From an optimization exercise on the open Yosys and OpenROAD flow, aimed at small area, a short achievable clock period and few clock cycles per item; shortcuts taken in it are not production practice.
RTL that was checked went through simulation tests only; none was proved equivalent to the original.
No activity file was given, so power comes from the tool's default toggle rates.

==> flow/design.v (excerpt) <==
module overwriting_record_stack_drain_unit #(
    parameter int DEPTH        = 16,
    parameter int RECORD_BYTES = 8
) (
    input  logic        i_clk,
    input  logic        i_rst_n,
    input  logic        in_valid,
    output logic        in_ready,
    input  logic        in_opcode,
    input  logic [63:0] in_entry_data,
    input  logic        in_reserve_slot,
    output logic        out_valid,
    input  logic        out_ready,
    output logic        out_is_header,
    output logic [63:0] out_record_data,
    output logic [4:0]  out_header_count,
    output logic [4:0]  out_popped,
    output logic        out_last,
    input  logic        cfg_valid,
    output logic        cfg_ready,
    input  logic [4:0]  cfg_data
);
clock: 4.0 ns
lec_check: 0
abc_area: 1
abc_clock_period_in_ps: 2200
cap_margin: 20
core_margin: 2
core_utilization: 40
cts_cluster_diameter: 100
cts_cluster_size: 25
setup_slack_margin: 1.7
slew_margin: 20
run.sh (not shown) runs the stock make flow with config.mk's settings and CLKGATE_MAP_FILE= SYNTH_SCRIPT=/design/flow/synth_recipe.tcl, a recipe that flattens the netlist after the stock synthesis.
The first run produced a clean layout.
Testbench counts at the start, summed over its fixed seeds: cycles 4,048, items 3,840.
Next try:
Settings changed: SETUP_SLACK_MARGIN 1.7 to 1.8.
The changed run produced a clean layout. Total power climbs slightly. Clock skew shrinks by 0.0063 ns. Die area is unchanged. Via count climbs slightly. Wire length climbs slightly. Cell area went up slightly. Clock power hardly moves. Final cell count grows slightly.
Next try:
Settings changed: ABC_AREA 1 to unset.
Effect:
- hold slack gets worse by 0.019 ns
- synthesized area shrinks by 2.5%
- final area goes down by 0.62%
- final cell count goes down by 17%
- first-iteration DRC count increases by 21%
- wire length came out higher by 5.7%
- power stays flat

---

Setup of lane 1:
overwriting_record_stack_drain_unit, a different RTL version from the one above (not shown whole).
For scale: about 3200 cells after synthesis, about 160 I/O pins, ~55000 um^2 of cells after synthesis.
clock: 4.0 ns
lec_check: 0
abc_clock_period_in_ps: 2000
cap_margin: 20
core_margin: 2
core_utilization: 40
cts_cluster_diameter: 100
cts_cluster_size: 25
setup_slack_margin: 2.0
slew_margin: 20
tns_end_percent: 10
Lane 1: all stages complete, timing, DRC and antenna checks passed
Input-level comparison between lane 2 and lane 1:
- a change of ABC_CLOCK_PERIOD_IN_PS from 2000 to 2200
- a change of SETUP_SLACK_MARGIN from 2.0 to 1.8
[summary]
Of the two values seen for standard cell with the maximum stage delay on the critical path, sky130_fd_sc_hd__mux4_2 was produced by lane 1 and sky130_fd_sc_hd__clkdlybuf4s50_1 by lane 2.
Looking at sequential share of layout area, lane 2 sits 1.4 points higher than lane 1 does.
Going from lane 1 to lane 2, final cell utilization of the core decreased 1.0 points; routed wire length decreased about 3.5%; number of antenna diodes decreased 1; clock network power share increased 0.7 points; maximum achievable frequency decreased 7.2 MHz.
Higher share of the cycle needed by the critical path after routing goes to lane 2 over lane 1.
Flip-flop and latch count came out exactly the same in lane 2 and lane 1.
Against lane 1, wire length of the first global-routing pass in lane 2 fell by a few percent.
Logic depth of the worst path, buffers included, lane 2 and lane 1, higher one = lane 1.
The following lists how lane 3 was set up differently from lane 2:
- CORE_UTILIZATION changed from 40 to 60
Notes after the runs:
Taking lane 2 as the reference, in lane 3 post-CTS setup buffer count now larger, utilization now larger, sequential cell fraction of total power now larger, number of gates resized after cts now larger, worst hold slack after final layout now smaller.
On share of power burned in the clock network: lane 3 sits below lane 2.
Cmp lane 3 vs lane 2: ratio of cells with drive above 1 in the final layout higher in lane 3
Relative to lane 2, the internal cell power of lane 3 is lower by 85 uW.
Critical path depth, lane 2 and lane 3, lower one = lane 2.
## Diff of input files: lane 4 against lane 3
- TNS_END_PERCENT no longer set, was 10
- ABC_AREA now 1, previously not set
- ABC_CLOCK_PERIOD_IN_PS now 2000, was 2200
- CORE_UTILIZATION now 40, was 60
- SETUP_SLACK_MARGIN now 2.0, was 1.8
[summary]
In lane 4 the net switching power turned out 1.1 mW higher than in lane 3. In the metrics for lane 3 and lane 4, the one carrying the higher via count is lane 4. Re number of synthesized flops with an enable pin: no difference whatsoever between lane 4 and lane 3. [compare] base=lane 3 new=lane 4: sequential cell count shows no meaningful change, wire length of the first global-routing pass moved up, area of the mapped netlist +2.4%, number of nets at the end of the flow rose about 35%, worst hold path cell count higher. Compared with lane 3, lane 4 is hungrier on power. Lane 4 gives less share of synthesized area occupied by flip-flops and latches than lane 3 did.
No functional check of the RTL was part of any run of this note.

---

overwriting_record_stack_drain_unit with an RTL version that a note above also has.
Size: ~160 I/O pins.
==> flow/design.v (excerpt) <==
module overwriting_record_stack_drain_unit #(
    parameter int DEPTH        = 16,
    parameter int RECORD_BYTES = 8
) (
    input  logic        i_clk,
    input  logic        i_rst_n,
    input  logic        in_valid,
    output logic        in_ready,
    input  logic        in_opcode,
    input  logic [63:0] in_entry_data,
    input  logic        in_reserve_slot,
    output logic        out_valid,
    input  logic        out_ready,
    output logic        out_is_header,
    output logic [63:0] out_record_data,
    output logic [4:0]  out_header_count,
    output logic [4:0]  out_popped,
    output logic        out_last,
    input  logic        cfg_valid,
    output logic        cfg_ready,
    input  logic [4:0]  cfg_data
);
clock: 4.0 ns
lec_check: 0
abc_area: 1
abc_clock_period_in_ps: 2200
cap_margin: 20
core_margin: 2
core_utilization: 40
cts_cluster_diameter: 100
cts_cluster_size: 25
setup_slack_margin: 1.9
slew_margin: 20
tns_end_percent: 10
Testbench counts at the start, summed over its fixed seeds: cycles 4,048, items 3,840.
Change:
TNS_END_PERCENT = default   (was 10)
What happened: Final area rises by 1.1%; routed wire length rises by 2.3%; global-route usage hardly moves; fmax rises by 2.1%; power rises by 0.44%; setup slack gains 46 ps.

---

== main ==
RTL: one of the versions met above, not the one the previous note started from.
Size in the first run: roughly 4400 cells after synthesis, ~1400 flip-flops, roughly 160 I/O pins, ~0.057 mm2 of cells after synthesis.
Settings: LEC_CHECK=0, ABC_AREA=1, ABC_CLOCK_PERIOD_IN_PS=2200, CAP_MARGIN=20, CORE_MARGIN=2, CORE_UTILIZATION=40, CTS_CLUSTER_DIAMETER=100, CTS_CLUSTER_SIZE=25, SETUP_SLACK_MARGIN=1.8, SLEW_MARGIN=20; clock period 4.0 ns.
The flow did not stop early for main: all stages ran, and the layout cleared the timing, design-rule and antenna checks.
> inputs changed (main -> the feature branch)
- ABC_AREA: 1 -> unset
Results
The feature branch closes out successfully: all stages finished, all timing, DRC and antenna checks passed.
The run showing the greater layout overhead on the synthesized area is the feature branch.
Of the two candidates, main has the worse cell area after layout and the feature branch the better one.
flip-flop to output pin as the type of the setup path with the least slack was reported by main, and flip-flop to flip-flop by the feature branch.
Of main and the feature branch, the run reporting the higher mapped cell area was main.
Number of clock buffer instances in the layout (higher): the feature branch
Comparing routed length on met2 for main and the feature branch, the smaller number came from main.
No run of this note included a check of the RTL's function; only the layout flow was run.

-- re-timing with driven ports --
In the flow no input, the clock included, has a driving cell. The finished layouts below were timed again as built, in two steps. Step 1 sets driving cells, clkbuf_16 on the clock port and buf_2 on the other inputs (assumed; they add their load-dependent delay and slew). Step 2 also shifts input and output timing later by t, the mid clock arrival at the registers, as if the neighbouring blocks saw the same clock. a / b / c = no drivers / after step 1 / after step 2; a / b = the first two.
run | t, ns | slack for setup (ns) | worst setup path at the end | cell pins on the clock port's net
the first run of note 1 | 0.748 | 1.698 / 1.729 / 0.999 | input to register | 1
the second run of note 1 | 0.748 | 1.839 / 1.764 / 1.277 | input to register | 1
the third run of note 1 | 0.730 | 1.587 / 1.587 / 1.048 | input to register | 1
lane 1 | 0.765 | 1.638 / 1.638 / 1.231 | input to register | 1
lane 2 | 0.760 | 1.597 / 1.527 / 0.966 | input to register | 1
lane 3 | 0.725 | 1.616 / 1.571 / 0.955 | input to register | 1
lane 4 | 0.762 | 1.678 / 1.600 / 1.357 | input to register | 1
the first run of note 3 | 0.762 | 1.789 / 1.714 / 1.150 | input to register | 1
the second run of note 3 | 0.750 | 1.835 / 1.759 / 1.216 | input to register | 1
main | 0.758 | 1.704 / 1.628 / 1.101 | input to register | 1
the feature branch | 0.746 | 1.667 / 1.667 / 1.001 | input to register | 1
After both steps every run listed still meets setup and hold. For the first run of note 1, which loses most, drivers alone change the setup slack by +0.031 ns; drivers and shift together by -0.699 ns.
